Source: an optimization exercise on an open RTL-to-GDS flow (aim: small area). Production flows keep margins and buffers that such runs may drop.
Function was checked by simulation only, so behaviour that the tests miss may differ from the original.
Power figures rest on the tool's default switching activity, not on a simulated workload.

Setup of pine:
// cdec8_mem_responder
module cdec8_mem_responder #(
  parameter logic [7:0]  IO_ADDR = cdec8_bus_pkg::DEF_IO_ADDR,
  parameter int unsigned CNT_W   = cdec8_bus_pkg::DEF_CNT_W
) (
  input  logic             clock,
  input  logic             reset,
  input  logic             ld_valid,
  input  logic [7:0]       ld_data,
  input  logic             ld_last,
  output logic             ld_ready,
  output logic             cpu_run,
  input  logic [7:0]       adrs,
  input  logic [7:0]       data_in,
  output logic [7:0]       data_out,
  input  logic             mmwr_en,
  input  logic             endseq,
  input  logic [7:0]       resad,
  output logic [7:0]       resdt,
  input  logic [7:0]       io_in,
  output logic [7:0]       io_out,
  output logic             done,
  output logic [CNT_W-1:0] wr_count,
  output logic             wprot_err
);
  logic             r_ld_ready;
  logic             r_done;
  logic [7:0]       r_ld_ptr;
  logic [7:0]       r_io_out;
  logic [CNT_W-1:0] r_wr_count;
  logic             w_run;
  logic             w_ld_xfer;
  logic             w_ld_end;
  logic             w_core_wr;
  logic             w_is_io;
  logic             w_prot_hit;
  logic             w_core_ok;
  logic             w_ram_we;
  logic [7:0]       w_ram_waddr;
  logic [7:0]       w_ram_wdata;
  assign w_run     = ~r_ld_ready & ~r_done;
  assign w_ld_xfer = ld_valid & r_ld_ready;
  assign w_ld_end  = w_ld_xfer & (ld_last | (r_ld_ptr == LD_LAST_ADDR));
  assign w_core_wr = w_run & mmwr_en;
  assign w_is_io   = (adrs == IO_ADDR);
  assign w_prot_hit = 1'b0;
  assign wprot_err  = 1'b0;
  ...
Size: roughly 7,300 cells after synthesis, roughly 0.082 mm2 of cells after synthesis.
==> flow/config.mk <==
export PLATFORM = sky130hd
export DESIGN_NAME = cdec8_mem_responder
export DESIGN_NICKNAME = cdec8_mem_responder
export VERILOG_FILES = /design/flow/design.v
export SDC_FILE = /design/flow/constraint.sdc
export NUM_CORES = 4
export LEC_CHECK = 0
export CAP_MARGIN = 20
export CORE_MARGIN = 2
export CORE_UTILIZATION = 40
export CTS_BUF_LIST = sky130_fd_sc_hd__clkbuf_16
export CTS_CLUSTER_DIAMETER = 100
export CTS_CLUSTER_SIZE = 25
export SLEW_MARGIN = 20
export SYNTH_HIERARCHICAL = 1
==> flow/constraint.sdc <==
create_clock -name core_clock -period 12.0 [get_ports {clock}]
set_input_delay 2.4000 -clock core_clock [delete_from_list [all_inputs] [get_ports {clock}]]
set_output_delay 2.4000 -clock core_clock [all_outputs]
set_load 0.01 [all_outputs]
run.sh (not shown) runs the stock make flow with config.mk's settings and CLKGATE_MAP_FILE= SYNTH_SCRIPT=/design/flow/synth_recipe.tcl, a recipe that flattens the netlist after the stock synthesis.
Input changes introduced in oak (baseline for comparison: pine):
- a change of CORE_UTILIZATION from 40 to 35
- an added PLACE_DENSITY of 0.45
### Flow results
- oak finished every step from synthesis to the final layout, and the layout passed the timing, DRC and antenna checks.
- [oak] arrival time reported for the critical path endpoint fell 0.30 ns relative to pine
- oak -> pine: hold slack flat
- On wire length of the first global-routing pass: oak sits above pine.
- Taking pine as 1.0, oak lands at 1.11 on sum of routed wire length over all layers.
- Critical path's slowest cell: sky130_fd_sc_hd__a2111oi_2 -> oak, sky130_fd_sc_hd__a2111oi_1 -> pine
- Higher sequential share of cell area goes to pine over oak.
- Relative to pine, total power increased by about 5% in oak.

* * *

== lagoon ==
cdec8_mem_responder, a different RTL version from the one above (not shown whole).
For scale: ~7300 cells after synthesis, ~90 I/O pins, roughly 82000 um2 of cells after synthesis.
clock: 12.0 ns
lec_check: 0
cap_margin: 35
core_margin: 2
core_utilization: 50
cts_buf_list: sky130_fd_sc_hd__clkbuf_16
cts_cluster_diameter: 100
cts_cluster_size: 25
slew_margin: 20
synth_hierarchical: 1
The following lists how fjord was set up differently from lagoon:
- CORE_UTILIZATION changed from 50 to 55
==> flow/flow/run.sh (new file) <==
#!/bin/bash
# Standard layout with two changes: the port buffers use the smallest buffer
# cell, and clock tree synthesis inserts no dummy loads.
set -o pipefail
cp standard.sh standard_sh.log
export BUFFER_PORTS_ARGS="-buffer_cell sky130_fd_sc_hd__buf_1"
export CTS_ARGS="-sink_clustering_enable -repair_clock_nets -buf_list sky130_fd_sc_hd__clkbuf_16 -sink_clustering_size 25 -sink_clustering_max_diameter 100 -dont_use_dummy_load"
bash standard.sh > standard.log 2>&1
==> flow/standard.sh (new file) <==
#!/bin/bash
# synth_recipe.tcl (not shown) runs the flow's synth.tcl, then flattens the netlist and writes it again
# the make line also repeats each setting of config.mk as NAME=value (left out here)
make -C /OpenROAD-flow-scripts/flow DESIGN_CONFIG=/design/flow/config.mk WORK_HOME=/design/flow/orfs CLKGATE_MAP_FILE= SYNTH_SCRIPT=/design/flow/synth_recipe.tcl "${@:-finish}"
removed: flow/run.sh
==> comparison <==
fjord: all stages complete, timing, DRC and antenna checks passed
Looking at share of the clock period used by the worst path, fjord sits 5.0 points lower than lagoon does.
Per the comparison of fjord with lagoon, total of plain and repair buffers excluding clock buffers fell about 16%; count of cells along the worst register-to-register path shrank by 1; cell area after placement lower; sequential share of cell area rose 0.63 points.
fjord ends up with lower finished layout cell area than lagoon does.
fjord vs lagoon, number of clock buffers in the layout went down by about 2%.
fjord -> lagoon: routing usage on met3 flat
Going from lagoon to fjord, power per standard cell area was more or less identical, clock share of power went down by 0.7 points.
Input changes introduced in xenon (baseline for comparison: fjord):
- CORE_UTILIZATION now 50, was 55
==> notes.md <==
xenon ended with more share of power burned in the clock network than fjord. Wire: xenon routes more than fjord. Summary of xenon over fjord: non-clock buffer count increased 28; setup slack after layout increased 0.074 ns; fraction of area in registers decreased 0.35 points. xenon has tap cell instance count above what fjord had. On xenon: largest net degree at the start of global routing is 41% lower than what fjord gave.
Input changes introduced in quartz (baseline for comparison: xenon):
- swapping 35 for 25 in CAP_MARGIN
==> comparison <==
Shortest clock period the worst path allows after layout in quartz is 0.12 ns higher than in xenon
The post-route total power on quartz is in line with that on xenon.
Looking only at critical path depth in cells, and setting everything else aside, the higher value of quartz and xenon goes to xenon.
In the flow results for quartz and xenon, the setup slack at placement is smaller on quartz.

-- afterwards: timing with drivers on the ports --
No port has a modelled driver above. Below, the same layouts with a new extraction and two added sets of constraints. Step 1, drivers: a clkbuf_16 drives clock and a buf_2 each remaining input, both assumed. Step 2, shift: input delay + t, output delay - t, t = (earliest + latest rising clock arrival at the registers) / 2. This alone moves slack from input paths to output paths. Three values: ideal, step 1, step 2; two values: the first two.
run	t (ns)	setup WS [ns]	hold WS [ns]
pine	0.891	0.616 / 0.593 / 0.593	0.507 / 0.507 / 0.507
oak	0.909	0.919 / 0.883 / 0.883	0.506 / 0.506 / 0.506
lagoon	0.855	1.287 / 1.265 / 1.265	0.505 / 0.505 / 0.505
fjord	0.830	1.882 / 1.856 / 1.856	0.507 / 0.507 / 0.507
xenon	0.852	1.956 / 1.934 / 1.934	0.507 / 0.507 / 0.507
quartz	0.853	1.837 / 1.810 / 1.810	0.509 / 0.509 / 0.509
After both steps setup and hold are still met in every run listed. For oak, which loses most, drivers alone change the setup slack by -0.036 ns; drivers and shift together by -0.036 ns.
